Background: an optimization exercise with open tools, aiming at small area and a short achievable clock period. Do not read the settings as production practice.
Only simulation tests tie the RTL to the original design; equivalence was not proved.
Power and IR drop assume default switching activity.

==> flow/design.v <==
`timescale 1ns/10ps
module ahb_slave_decode
(
	input logic tb_HCLK,
	input logic reset,
	input logic hsel,
	input logic [31:0] haddr,
	input logic [1:0] htrans,
	input logic hwrite,
	input logic [31:0] hwdata,
	input logic tx_fifo_empty,
	output logic hready,
	output logic hresp,
	output logic acc_rd_strobe,
	output logic acc_wr_strobe,
	output logic [2:0] acc_region,
	output logic [1:0] acc_word_index,
	output logic [31:0] acc_wdata
);
	localparam logic [2:0] REGION_STATUS = 3'd0;
	localparam logic [2:0] REGION_ENCRYPT = 3'd1;
	localparam logic [2:0] REGION_DECRYPT = 3'd2;
	localparam logic [2:0] REGION_KEY = 3'd3;
	localparam logic [2:0] REGION_DATA = 3'd4;
	localparam logic [2:0] REGION_TX = 3'd5;
	localparam logic [2:0] REGION_NONE = 3'd6;
	localparam logic [31:0] ADDR_STATUS = 32'h0000_0000;
	localparam logic [31:0] ADDR_ENCRYPT = 32'h0000_0004;
	localparam logic [31:0] ADDR_DECRYPT = 32'h0000_0008;
	localparam logic [31:0] KEY_BASE = 32'h0000_0010;
	localparam logic [31:0] DATA_BASE = 32'h0000_0040;
	localparam logic [31:0] TX_BASE = 32'h0000_0080;
	localparam logic [1:0] HTRANS_NONSEQ = 2'b10;
	localparam logic [1:0] HTRANS_SEQ = 2'b11;
	localparam logic [1:0] RESP_OKAY = 2'd0;
	localparam logic [1:0] RESP_ERR_FIRST = 2'd1;
	localparam logic [1:0] RESP_ERR_SECOND = 2'd2;
	logic [1:0] state;
	logic [1:0] next_state;
	logic [2:0] addr_region;
	logic [2:0] dp_region;
	logic [1:0] dp_index;
	logic selected;
	logic accepted;
	logic legal;
	logic dp_write;
	always_comb
	begin
		addr_region = REGION_NONE;
		if (haddr[31:2] == ADDR_STATUS[31:2])
			addr_region = REGION_STATUS;
		else if (haddr[31:2] == ADDR_ENCRYPT[31:2])
			addr_region = REGION_ENCRYPT;
		else if (haddr[31:2] == ADDR_DECRYPT[31:2])
			addr_region = REGION_DECRYPT;
		else if (haddr[31:4] == KEY_BASE[31:4])
			addr_region = REGION_KEY;
		else if (haddr[31:6] == DATA_BASE[31:6])
			addr_region = REGION_DATA;
		else if (haddr[31:7] == TX_BASE[31:7])
			addr_region = REGION_TX;
	end
	always_comb
	begin
		case (addr_region)
			REGION_STATUS: legal = !hwrite;
			REGION_ENCRYPT, REGION_DECRYPT, REGION_KEY, REGION_DATA: legal = hwrite;
			REGION_TX: legal = !hwrite && !tx_fifo_empty;
			default: legal = 1'b0;
		endcase
	end
	assign selected = hsel && (htrans == HTRANS_NONSEQ || htrans == HTRANS_SEQ);
	assign accepted = selected && (state != RESP_ERR_FIRST);
	always_comb
	begin
		if (accepted && !legal)
			next_state = RESP_ERR_FIRST;
		else if (state == RESP_ERR_FIRST)
			next_state = RESP_ERR_SECOND;
		else
			next_state = RESP_OKAY;
	end
	always_ff @(posedge tb_HCLK)
	begin
		if (reset)
		begin
			state <= RESP_OKAY;
			dp_write <= 1'b0;
		end
		else
		begin
			state <= next_state;
			dp_write <= accepted && legal && hwrite;
		end
	end
	always_ff @(posedge tb_HCLK)
	begin
		dp_region <= addr_region;
		dp_index <= haddr[3:2];
	end
	assign hready = (state != RESP_ERR_FIRST);
	assign hresp = (state != RESP_OKAY);
	assign acc_rd_strobe = accepted && legal && !hwrite;
	assign acc_wr_strobe = dp_write;
	assign acc_region = dp_write ? dp_region : addr_region;
	assign acc_word_index = dp_write ? dp_index : haddr[3:2];
	assign acc_wdata = hwdata;
endmodule
`timescale 1ns/10ps
module block_assembler
(
	input logic tb_HCLK,
	input logic reset,
	input logic acc_wr_strobe,
	input logic [2:0] acc_region,
	input logic [1:0] acc_word_index,
	input logic [31:0] acc_wdata,
	output logic push,
	output logic [127:0] block
);
	localparam logic [2:0] REGION_KEY = 3'd3;
	localparam logic [2:0] REGION_DATA = 3'd4;
	localparam logic [1:0] LAST_INDEX = 2'd3;
	logic [31:0] words_q [3];
	logic is_block_write;
	assign is_block_write = acc_wr_strobe
		&& (acc_region == REGION_KEY || acc_region == REGION_DATA);
	always_ff @(posedge tb_HCLK)
	begin
		if (reset)
		begin
			for (int i = 0; i < 3; i++)
				words_q[i] <= '0;
		end
		else if (is_block_write && acc_word_index != LAST_INDEX)
			words_q[acc_word_index] <= acc_wdata;
	end
	always_comb
	begin
		for (int i = 0; i < 3; i++)
			block[127-i*32 -: 32] = words_q[i];
		block[31:0] = acc_wdata;
	end
	assign push = is_block_write && (acc_word_index == LAST_INDEX);
endmodule
`timescale 1ns/10ps
module block_fifo
#(
	parameter int DEPTH = 4
)
(
	input logic tb_HCLK,
	input logic reset,
	input logic push,
	input logic [127:0] push_data,
	input logic pop,
	output logic [127:0] head,
	output logic full,
	output logic empty
);
	localparam int PTR_W = (DEPTH > 1) ? $clog2(DEPTH) : 1;
	localparam int CNT_W = $clog2(DEPTH + 1);
	localparam logic [PTR_W-1:0] LAST_PTR = PTR_W'(DEPTH - 1);
	localparam logic [CNT_W-1:0] FULL_COUNT = CNT_W'(DEPTH);
	logic [127:0] mem [DEPTH];
	logic [PTR_W-1:0] wr_ptr;
	logic [PTR_W-1:0] rd_ptr;
	logic [CNT_W-1:0] count;
	logic do_push;
	logic do_pop;
	assign do_push = push && !full;
	assign do_pop = pop && !empty;
	always_ff @(posedge tb_HCLK)
	begin
		if (do_push)
			mem[wr_ptr] <= push_data;
	end
	always_ff @(posedge tb_HCLK)
	begin
		if (reset)
		begin
			wr_ptr <= '0;
			rd_ptr <= '0;
			count <= '0;
		end
		else
		begin
			if (do_push)
				wr_ptr <= (wr_ptr == LAST_PTR) ? '0 : wr_ptr + 1'b1;
			if (do_pop)
				rd_ptr <= (rd_ptr == LAST_PTR) ? '0 : rd_ptr + 1'b1;
			case ({do_push, do_pop})
				2'b10: count <= count + 1'b1;
				2'b01: count <= count - 1'b1;
				default: count <= count;
			endcase
		end
	end
	assign head = mem[rd_ptr];
	assign full = (count == FULL_COUNT);
	assign empty = (count == '0);
endmodule
`timescale 1ns/10ps
module slave_regs
(
	input logic tb_HCLK,
	input logic reset,
	input logic [3:0] status,
	input logic [127:0] tx_head,
	input logic rcv_full,
	input logic rcv_empty,
	input logic tx_full,
	input logic tx_empty,
	input logic acc_rd_strobe,
	input logic acc_wr_strobe,
	input logic [2:0] acc_region,
	input logic [1:0] acc_word_index,
	output logic [31:0] hrdata,
	output logic tx_pop,
	output logic is_encrypt_pulse,
	output logic is_decrypt_pulse
);
	localparam logic [2:0] REGION_STATUS = 3'd0;
	localparam logic [2:0] REGION_ENCRYPT = 3'd1;
	localparam logic [2:0] REGION_DECRYPT = 3'd2;
	localparam logic [2:0] REGION_TX = 3'd5;
	localparam logic [1:0] LAST_INDEX = 2'd3;
	logic [31:0] tx_word;
	logic [31:0] status_word;
	assign tx_word = tx_head[127-32*acc_word_index -: 32];
	assign status_word = {24'd0, rcv_empty, rcv_full, tx_empty, tx_full, status};
	always_ff @(posedge tb_HCLK)
	begin
		if (reset)
			hrdata <= '0;
		else if (acc_rd_strobe)
		begin
			case (acc_region)
				REGION_STATUS: hrdata <= status_word;
				REGION_TX: hrdata <= tx_word;
				default: hrdata <= '0;
			endcase
		end
	end
	assign tx_pop = acc_rd_strobe && (acc_region == REGION_TX) && (acc_word_index == LAST_INDEX);
	assign is_encrypt_pulse = acc_wr_strobe && (acc_region == REGION_ENCRYPT);
	assign is_decrypt_pulse = acc_wr_strobe && (acc_region == REGION_DECRYPT);
endmodule
`timescale 1ns/10ps
module ahb_block_port
#(
	parameter int RCV_DEPTH = 4,
	parameter int TX_DEPTH = 4
)
(
	input logic tb_HCLK,
	input logic reset,
	input logic hsel,
	input logic [31:0] haddr,
	input logic [1:0] htrans,
	input logic hwrite,
	input logic [31:0] hwdata,
	input logic [3:0] status,
	input logic [127:0] data_in,
	input logic tx_enq,
	input logic rcv_deq,
	output logic [31:0] hrdata,
	output logic hready,
	output logic hresp,
	output logic is_encrypt_pulse,
	output logic is_decrypt_pulse,
	output logic [127:0] rcv_fifo_out,
	output logic tx_fifo_full,
	output logic tx_fifo_empty,
	output logic rcv_fifo_full,
	output logic rcv_fifo_empty
);
	logic acc_rd_strobe;
	logic acc_wr_strobe;
	logic [2:0] acc_region;
	logic [1:0] acc_word_index;
	logic [31:0] acc_wdata;
	logic rcv_push;
	logic [127:0] rcv_block;
	logic tx_pop;
	logic [127:0] tx_head;
	ahb_slave_decode decode_i
	(
		.tb_HCLK(tb_HCLK),
		.reset(reset),
		.hsel(hsel),
		.haddr(haddr),
		.htrans(htrans),
		.hwrite(hwrite),
		.hwdata(hwdata),
		.tx_fifo_empty(tx_fifo_empty),
		.hready(hready),
		.hresp(hresp),
		.acc_rd_strobe(acc_rd_strobe),
		.acc_wr_strobe(acc_wr_strobe),
		.acc_region(acc_region),
		.acc_word_index(acc_word_index),
		.acc_wdata(acc_wdata)
	);
	block_assembler assembler_i
	(
		.tb_HCLK(tb_HCLK),
		.reset(reset),
		.acc_wr_strobe(acc_wr_strobe),
		.acc_region(acc_region),
		.acc_word_index(acc_word_index),
		.acc_wdata(acc_wdata),
		.push(rcv_push),
		.block(rcv_block)
	);
	slave_regs regs_i
	(
		.tb_HCLK(tb_HCLK),
		.reset(reset),
		.status(status),
		.tx_head(tx_head),
		.rcv_full(rcv_fifo_full),
		.rcv_empty(rcv_fifo_empty),
		.tx_full(tx_fifo_full),
		.tx_empty(tx_fifo_empty),
		.acc_rd_strobe(acc_rd_strobe),
		.acc_wr_strobe(acc_wr_strobe),
		.acc_region(acc_region),
		.acc_word_index(acc_word_index),
		.hrdata(hrdata),
		.tx_pop(tx_pop),
		.is_encrypt_pulse(is_encrypt_pulse),
		.is_decrypt_pulse(is_decrypt_pulse)
	);
	block_fifo #(.DEPTH(RCV_DEPTH)) rcv_fifo_i
	(
		.tb_HCLK(tb_HCLK),
		.reset(reset),
		.push(rcv_push),
		.push_data(rcv_block),
		.pop(rcv_deq),
		.head(rcv_fifo_out),
		.full(rcv_fifo_full),
		.empty(rcv_fifo_empty)
	);
	block_fifo #(.DEPTH(TX_DEPTH)) tx_fifo_i
	(
		.tb_HCLK(tb_HCLK),
		.reset(reset),
		.push(tx_enq),
		.push_data(data_in),
		.pop(tx_pop),
		.head(tx_head),
		.full(tx_fifo_full),
		.empty(tx_fifo_empty)
	);
endmodule
==> flow/run.sh <==
#!/bin/bash
# synth_recipe.tcl (not shown) runs the flow's synth.tcl, then flattens the netlist and writes it again
# the make line also repeats each setting of config.mk as NAME=value (left out here)
make -C /OpenROAD-flow-scripts/flow DESIGN_CONFIG=/design/flow/config.mk WORK_HOME=/design/flow/orfs CLKGATE_MAP_FILE= SYNTH_SCRIPT=/design/flow/synth_recipe.tcl finish
==> flow/config.mk <==
export PLATFORM = sky130hd
export DESIGN_NAME = ahb_block_port
export DESIGN_NICKNAME = ahb_block_port
export VERILOG_FILES = /design/flow/design.v
export SDC_FILE = /design/flow/constraint.sdc
export NUM_CORES = 4
export LEC_CHECK = 0
export CAP_MARGIN = 20
export CORE_MARGIN = 2
export CORE_UTILIZATION = 40
export SLEW_MARGIN = 20
==> flow/constraint.sdc <==
create_clock -name core_clock -period 3.2 [get_ports {tb_HCLK}]
set_input_delay 0.6400 -clock core_clock [delete_from_list [all_inputs] [get_ports {tb_HCLK}]]
set_output_delay 0.6400 -clock core_clock [all_outputs]
set_load 0.01 [all_outputs]
==> impl_metrics.yaml <==
layout:
  seqCellArea_um2: 34810
  area_delta_synth_final_pct: 24.50
  nFillCells: 8522
  fin_nets: 2625
  drive_above_1_share: 0.2479
  final_area_um2: 54410
  multi_input_area_um2: 8541
floorplanning:
  num_rows: 121
  die_h_um: 334.5
  core_area_um2: 108600
  die_w_um: 334.5
  io_pins: 372
  initial_core_util: 0.4026
  dieArea_um2: 111900
synthesis:
  synth_edf_count: 1120
  syn_inst: 1877
  synth_area_leaders: "edfxtp_1, mux4_2, dfxtp_1"
  synthesis.area_um2: 43700
  yosysSeqAreaShare: 0.7962
  ys_warn_count: 4
  yosysTopAreaCell: "edfxtp_1"
  ys_ff_latch: 1178
  synth-async-reset-ratio: 0
  synth_flop_cell: "edfxtp_1"
  synth_nets: 2095
  synth_top_area_share: 0.7696
  synthDistinctLibCells: 43
  synthTopCellsByCount: "edfxtp_1, mux4_2, and2_1"
  syn_area_per_cell_um2: 23.28
  yosysMostFrequentCell: "edfxtp_1"
detailed_routing:
  firstDrtPassIters: 5
  drt_iter0_markers: 1658
  drc: 0
  viasPerCell: 5.305
  ant_nets: 0
  routedWlPerCell_um: 24.67
  routed_wl_mm: 96.94
  vias: 20850
power:
  peakVddDrop_mv: 0.5056
  p_total_mw: 32.03
  power_leakage_nw: 17.50
  cellPowerDensity_nw_per_um2: 588.7
worst_setup_path:
  worstReg2RegEnd: "rcv_fifo_i.count[2]"
  worstSetupPathType: "register to output pin"
  cp.required_ns: 2.56
  worst_ep_arrival_time_ns: 2.48
  r2r_cells: 10
  r2r_slack_ns: 0.61
  worst-path-max-fanout: 13
  crit_path_end_kind: "output pin"
  startpoint_type: "register"
  reg2reg_from: "decode_i.dp_write"
timing:
  max_freq_ghz: 0.3202
  finClkSkew_ns: 0.01507
  slew_headroom: 0.3913
  finalSetupViolCount: 0
  hold_viol: 0
  rsz0062_at_grt: "false"
  period_share: 0.9761
  worst_slack_ns: 0.07652
  post-route-min-period_ns: 3.123
  tightest_slew_ns: 0.9130
  drv_slew: 0
grt:
  grt-ovfl-total: 0
  grt_pass1_wl_mm: 143.5
  track_usage: 0.1730
  grt_max_degree: 56
  antenna_found_initial: 23
  grt_pass1_vias: 22160
run_status:
  outcome: "complete, no violations"
cts:
  clk_latency_ns: 0.71
  cts.sinks: 1178
  clockBufferDepth: 3
  cts_buffers: 118
  cts-root-buf: "clkbuf_16"
  cts_tree: "built"
  hold_buffers: 0
  clkTransAtPathRegs_ns: 0.06
  h-tree-depth: 3
hold_path:
  min_from: "regs_i.hrdata[9]"
  whs_path_depth: 1
  min_path_type: "register to register"
  hold_path_end: "regs_i.hrdata[9]"
placed_design:
  gp_congestion: 0.7857
  place_area_um2: 50210
  io_buffers: 368
  place_hpwl_mm: 60.07
  dp_slack_ns: -0.4982
run:
  cap_violations: 0
-- cells in the final DEF, fill, tap and decap left out, types with 5 or more instances in the layout --
cell and n:
mux2i_1 19, clkinv_2 23, a32o_1 24, nand4_1 9, nand2_1 34, and2_1 98
buf_12 45, inv_1 20, ha_1 12, clkinv_1 17, bufinv_16 12, clkbuf_16 119
nor3_1 5, clkbuf_1 23, buf_4 71, clkinvlp_4 8, or3_1 6, buf_16 6
nor2_1 16, a21oi_1 11, clkdlybuf4s50_1 268, dlygate4sd2_1 89, o21ai_0 7, diode_2 6
inv_6 5, nor4_2 6, clkbuf_8 6, mux4_2 280, edfxtp_1 1120, dfxtp_1 54
dlymetal6s2s_1 6, nand3_1 13
-- report_power, final --
part	switching, mW	internal (mW)
registers	0.0959	17.2
logic	0.525	0.492
clock network	5.79	7.96
-- routing by layer --
metal,vias to the layer above,GRT usage,wire (µm)
met5,-,0,177
met4,26,0.04811,1645
met3,142,0.04331,7053
met2,651,0.2875,48410
met1,11060,0.2269,39660
li1,8966,-,-
-- area by class of cell --
cell class,instances,area share
clock inverters,74,0.01403
multi-input cells,593,0.1570
clock buffers,148,0.05784
repair buffers,495,0.09712
well taps,1414,0.03252
flip-flops and latches,1178,0.6398
diodes,6,0.0002760
inverters,21,0.001449
-- flip-flops by register name, summed over array words and instances (netlist names), named ones only --
register             flops
rcv_fifo_i.wr_ptr        2
assembler_i.words_q     96
tx_fifo_i.wr_ptr         2
rcv_fifo_i.rd_ptr        2
tx_fifo_i.rd_ptr         2
regs_i.hrdata           32
tx_fifo_i.mem          512
rcv_fifo_i.mem         512
decode_i.dp_region       3
tx_fifo_i.count          3
rcv_fifo_i.count         3
decode_i.dp_index        2
decode_i.dp_write        1
decode_i.state           2
-- cell families after synthesis --
group / count (synthesis) / synth area share
flip-flops: 1178 / 0.7962
multiplexers: 301 / 0.1494
AND/OR/NAND/NOR: 221 / 0.02963
buffers and inverters: 106 / 0.01008
AO/OA/AOI/OAI: 52 / 0.009306
adder cells (fa/ha/maj): 14 / 0.004352
XOR/XNOR: 5 / 0.001002
-- critical path, cell delays in order, from the launching register on --
cell             delay, ns
dfxtp_4               0.40
buf_12                0.17
buf_16                0.18
mux4_2                0.51
clkdlybuf4s50_1       0.50
-- worst max-delay path by stage --
stage / startpoint / to / depth (start not counted)
finish: register / rcv_fifo_out[20] / 4
CTS: register / rcv_fifo_out[121] / 5
floorplan: haddr[3] / rcv_fifo_i.mem[0][0] / 4
global placement: haddr[9] / tx_fifo_i.count[2] / 13
global route: register / rcv_fifo_out[127] / 4
detailed placement: haddr[9] / tx_fifo_i.count[2] / 13
-- per-stage QoR --
stage          cells    util  hold slack (ns)  TNS [ns]
2_1_floorplan   1877       -           0.4541         0
4_1_cts         3911  0.5000           0.4665  -0.04870
5_1_grt         3928  0.5012           0.4897         0
3_5_place_dp    3676  0.4625           0.4560    -1.661
6_report        3929  0.5012           0.4634         0
3_3_place_gp    3676  0.4625           0.4498   -0.9927
-- what timing repair did --
item	4_1_cts	5_1_grt
gates resized for setup	113	9
cloned	4	0
setup buffers	9	12
endpoints found under the setup margin	123	15

[separate check: timing with driven ports]
How much do the figures lean on ideal ports? The routed layout below was timed once more, with nothing changed but the port constraints. Step 1: set_driving_cell puts a clkbuf_16 on tb_HCLK and a buf_2 on each other input, an assumption about the parent block. Step 2 adds t to the input delays and takes it off the output delays; t is the mean of the earliest and latest rising clock arrival at the registers after step 1. Input paths then give back, and output paths get back, about the clock's delay inside the block. a / b / c = ideal ports / drivers / drivers and shift; a / b = the first two.
shift t [ns]: 0.759
setup slack, ns: 0.077 / 0.014 / -0.495
clock arrival spread, ns: 0.018 / 0.018
pins driven straight from the clock port: 1
Met with ideal ports but missed after step 2: setup timing in this run. The setup slack of this run moves by -0.063 ns with the drivers and by -0.572 ns with both steps.
